What follows belongs to an exercise in optimizing a design on an open flow for small area, a short achievable clock period and few clock cycles per item; a production flow would make more cautious choices.
At most, simulation tests tie the RTL to the original design; equivalence was not proved.
No activity file was given, so power comes from the tool's default toggle rates.

== run A ==
Design four_key_debounce_long_press_events, start of the top module:
module four_key_debounce_long_press_events #(
  parameter int TIME_BITS = fkd_pkg::TIME_BITS_DEF
) (
  input  logic                         clk,
  input  logic                         rst_n,
  input  logic                         in_valid,
  output logic                         in_ready,
  input  logic                         in_operation,
  input  logic [fkd_pkg::NOW_W-1:0]    in_now_time,
  input  logic [fkd_pkg::NUM_KEYS-1:0] in_raw_pressed,
  output logic                         out_valid,
  input  logic                         out_ready,
  output logic [fkd_pkg::EV_W-1:0]     out_event_code,
  output logic [fkd_pkg::NUM_KEYS-1:0] out_stable_keys,
  input  logic                         cfg_valid,
  output logic                         cfg_ready,
  input  logic [fkd_pkg::CFG_IDX_W-1:0] cfg_index,
  input  logic [fkd_pkg::MS_W-1:0]     cfg_data
);
  localparam int RES_W = EV_W + NUM_KEYS;
  logic                 in_ready_r;
  logic                 accept;
  logic                 tick_q, fetch_q;
  logic [TIME_BITS-1:0] now_q;
  logic [NUM_KEYS-1:0]  raw_q;
  logic                 deb_we_q, long_we_q;
  logic [MS_W-1:0]      cfg_data_q;
  assign cfg_ready = 1'b1;
  assign in_ready  = in_ready_r;
  assign accept    = in_valid && in_ready_r;
  always_ff @(posedge clk) begin
    if (!rst_n) begin
      tick_q    <= 1'b0;
      fetch_q   <= 1'b0;
      deb_we_q  <= 1'b0;
      long_we_q <= 1'b0;
    end else begin
      tick_q    <= accept && (in_operation == OP_TICK);
  ...
export LEC_CHECK = 0
export CAP_MARGIN = 20
export CORE_MARGIN = 2
export CORE_UTILIZATION = 40
export SLEW_MARGIN = 20
create_clock -name core_clock -period 13.0 [get_ports {clk}]
standard.sh (not shown) runs the stock make flow with config.mk's settings and CLKGATE_MAP_FILE= SYNTH_SCRIPT=/design/flow/synth_recipe.tcl, a recipe that flattens the netlist after the stock synthesis.
==> flow/flow/run.sh <==
#!/bin/bash
# Own layout flow: the standard flow (standard synthesis unchanged), with
# timing repair aimed below the clock period and stronger port buffers.
set -euo pipefail
export SETUP_SLACK_MARGIN=${SETUP_SLACK_MARGIN:-10.2}
export BUFFER_PORTS_ARGS="-buffer_cell sky130_fd_sc_hd__buf_4"
bash standard.sh > std_flow.log 2>&1
Testbench counts of run A, summed over its fixed seeds: cycles 32,016, items 32,000.
### run A -> run B
-- flow/flow/run.sh --
<<< run A, line 5
export SETUP_SLACK_MARGIN=${SETUP_SLACK_MARGIN:-10.2}
>>> run B, line 5
export SETUP_SLACK_MARGIN=${SETUP_SLACK_MARGIN:-9.6}
### Flow results
Utilization run A -> run B: down. Between run B and run A, the difference in flip-flop and latch area is negligible. Cmp run B vs run A: relative contribution of combinational cells to total power lower in run B. Between run B and run A, post-route minimum period is higher for run A, run B comes in under that. [run B vs run A] clock power: lower in run B. Cmp run B and run A / cell count / lower: run B. Taking run A as the reference point, the post-route cell area of run B falls by about 3%. Critical path depth: run B vs run A down 1. Run B: met1 usage in global routing is 1.3 points lower than what run A reported.
### run B -> run C
==> flow/run.sh (new file) <==
#!/bin/bash
# synth_recipe.tcl (not shown) runs the flow's synth.tcl, then flattens the netlist and writes it again
# the make line also repeats each setting of config.mk as NAME=value (left out here)
make -C /OpenROAD-flow-scripts/flow DESIGN_CONFIG=/design/flow/config.mk WORK_HOME=/design/flow/orfs CLKGATE_MAP_FILE= SYNTH_SCRIPT=/design/flow/synth_recipe.tcl finish
removed: flow/flow/run.sh
removed: flow/standard.sh
--- outcome ---
- Run C | status: complete | timing, DRC, antenna: pass
- The final reports for run C and run B show overall track demand over capacity in global routing lower in the former.
- The final reports for run C and run B show total power lower in the former.
- Worst-case vdd ir drop (run C vs. run B) decreases by more than 10%
- Re logic gate share of total power: run B and run C aren't equal, and the higher value belongs to run B.
Relative to run C, the following input files were edited for run D:
==> flow/flow/run.sh (new file) <==
#!/bin/bash
# Own layout flow: the standard flow (standard synthesis unchanged), with
# timing repair aimed below the clock period and stronger port buffers.
set -euo pipefail
export SETUP_SLACK_MARGIN=${SETUP_SLACK_MARGIN:-9}
export BUFFER_PORTS_ARGS="-buffer_cell sky130_fd_sc_hd__buf_4"
bash standard.sh > std_flow.log 2>&1
==> flow/standard.sh (new file) <==
#!/bin/bash
# synth_recipe.tcl (not shown) runs the flow's synth.tcl, then flattens the netlist and writes it again
# the make line also repeats each setting of config.mk as NAME=value (left out here)
make -C /OpenROAD-flow-scripts/flow DESIGN_CONFIG=/design/flow/config.mk WORK_HOME=/design/flow/orfs CLKGATE_MAP_FILE= SYNTH_SCRIPT=/design/flow/synth_recipe.tcl "${@:-finish}"
removed: flow/run.sh
### Flow results
Re mean number of vias per cell: run C was lower than run D. For the iteration count of the initial detailed-routing pass, run D came in 2 higher than run C did. Compare run D and run C | clock skew higher: run C. Going from run C to run D, global routing usage on met2 now sits higher; data arrival time of the critical path now sits lower.

Another version of the RTL of four_key_debounce_long_press_events (not shown whole).
Size in the first run: ~1300 cells after synthesis, ~70 I/O pins, roughly 14000 µm² of cells after synthesis.
Design four_key_debounce_long_press_events, start of the top module:
module four_key_debounce_long_press_events #(
  parameter int TIME_BITS = fkd_pkg::TIME_BITS_DEF
) (
  input  logic                         clk,
  input  logic                         rst_n,
  input  logic                         in_valid,
  output logic                         in_ready,
  input  logic                         in_operation,
  input  logic [fkd_pkg::NOW_W-1:0]    in_now_time,
  input  logic [fkd_pkg::NUM_KEYS-1:0] in_raw_pressed,
  output logic                         out_valid,
  input  logic                         out_ready,
  output logic [fkd_pkg::EV_W-1:0]     out_event_code,
  output logic [fkd_pkg::NUM_KEYS-1:0] out_stable_keys,
  input  logic                         cfg_valid,
  output logic                         cfg_ready,
  input  logic [fkd_pkg::CFG_IDX_W-1:0] cfg_index,
  input  logic [fkd_pkg::MS_W-1:0]     cfg_data
);
==> flow/config.mk <==
export PLATFORM = sky130hd
export DESIGN_NAME = four_key_debounce_long_press_events
export DESIGN_NICKNAME = four_key_debounce_long_press_events
export VERILOG_FILES = /design/flow/design.v
export SDC_FILE = /design/flow/constraint.sdc
export NUM_CORES = 4
export LEC_CHECK = 0
export CAP_MARGIN = 20
export CORE_MARGIN = 2
export CORE_UTILIZATION = 55
export CTS_CLUSTER_DIAMETER = 100
export CTS_CLUSTER_SIZE = 30
export SLEW_MARGIN = 20
==> flow/constraint.sdc <==
create_clock -name core_clock -period 13.0 [get_ports {clk}]
set_input_delay 2.6000 -clock core_clock [delete_from_list [all_inputs] [get_ports {clk}]]
set_output_delay 2.6000 -clock core_clock [all_outputs]
set_load 0.01 [all_outputs]
==> flow/flow/run.sh <==
#!/bin/bash
# Own layout flow: the standard flow (standard synthesis unchanged), with
# timing repair aimed below the clock period and stronger port buffers.
set -euo pipefail
export SETUP_SLACK_MARGIN=${SETUP_SLACK_MARGIN:-9.6}
export BUFFER_PORTS_ARGS="-buffer_cell sky130_fd_sc_hd__buf_4"
bash standard.sh > std_flow.log 2>&1
The first run passed the timing, DRC and antenna checks.
Change:
CTS_BUF_LIST = sky130_fd_sc_hd__clkbuf_16   (was default)
CTS_CLUSTER_DIAMETER = 80   (was 100)
CTS_CLUSTER_SIZE = 25   (was 30)
Core utilization falls by 0.14 points.
Via count falls slightly.
Final cell count is about the same.
Sequential power hardly moves.
Combinational power falls slightly.
Setup slack improves by 0.035 ns.
Change:
==> flow/flow/run.sh (replaced) <==
#!/bin/bash
# Own layout flow: the standard flow (standard synthesis unchanged), with
# timing repair aimed below the clock period, strong output port buffers and
# small input port buffers. Each tool's output goes to the logs under orfs/.
set -euo pipefail
here=$(pwd)
export SETUP_SLACK_MARGIN=${SETUP_SLACK_MARGIN:-9.6}
export BUFFER_PORTS_ARGS="-buffer_cell sky130_fd_sc_hd__buf_4"
export PRE_RESIZE_TCL=$here/flow/ports.tcl
bash standard.sh > std_flow.log 2>&1
==> flow/flow/ports.tcl (new file) <==
# Sourced before the placement resize step: the input ports keep their own
# buffer, but the smallest one; timing repair upsizes any that need it.
foreach inst [get_cells input*] {
  if { [get_property [get_lib_cells -of_objects $inst] name] == "sky130_fd_sc_hd__buf_4" } {
    replace_cell $inst sky130_fd_sc_hd__buf_1
  }
}
After rerunning: Worst hold slack hardly moves. Critical path depth stays the same. Setup slack is worse by 0.022 ns. Clock skew goes down by 0.022 ns. Final area came out lower slightly. Clock power barely changes. Utilization went down by 0.45 points. Sequential share of layout area rose by 0.26 points. Global-route usage came out lower by 0.23 points. Via count hardly moves. Clock-buffer cell count does not change.
Function was not checked in any run of this note: the RTL went through the layout flow alone.

==> separate check: timing with driven ports <==
The results above use ideal ports. As a check the final layouts listed here were re-extracted and re-timed, cells and wires unchanged. Step 1, drivers: a clkbuf_16 drives clk and a buf_2 each remaining input, both assumed. Step 2 times the ports against the registers' clock, not the clock port: input delays grow and output delays shrink by t, the midpoint of the rising clock arrivals with the driver on. Three values: ideal, step 1, step 2; two values: the first two.
| run | t (ns) | setup WS [ns] | worst data-port slew with drivers (ns) | cell pins on the clock port's net |
|---|---|---|---|---|
| run A | 0.603 | 9.015 / 9.015 / 9.015 | 0.07 | 1 |
| run B | 0.602 | 9.049 / 9.049 / 9.049 | 0.04 | 1 |
| run C | 0.606 | 8.026 / 8.026 / 8.026 | 0.05 | 1 |
| run D | 0.607 | 8.974 / 8.974 / 8.746 | 0.05 | 1 |
| the first run of note 2 | 0.544 | 9.356 / 9.356 / 9.112 | 0.04 | 1 |
| the second run of note 2 | 0.555 | 9.391 / 9.351 / 9.130 | 0.05 | 1 |
| the third run of note 2 | 0.547 | 9.369 / 9.369 / 9.154 | 0.04 | 1 |
After both steps setup and hold are still met in every run listed. The setup slack of the second run of note 2, which loses most, moves by -0.040 ns with the drivers and by -0.261 ns with both steps.
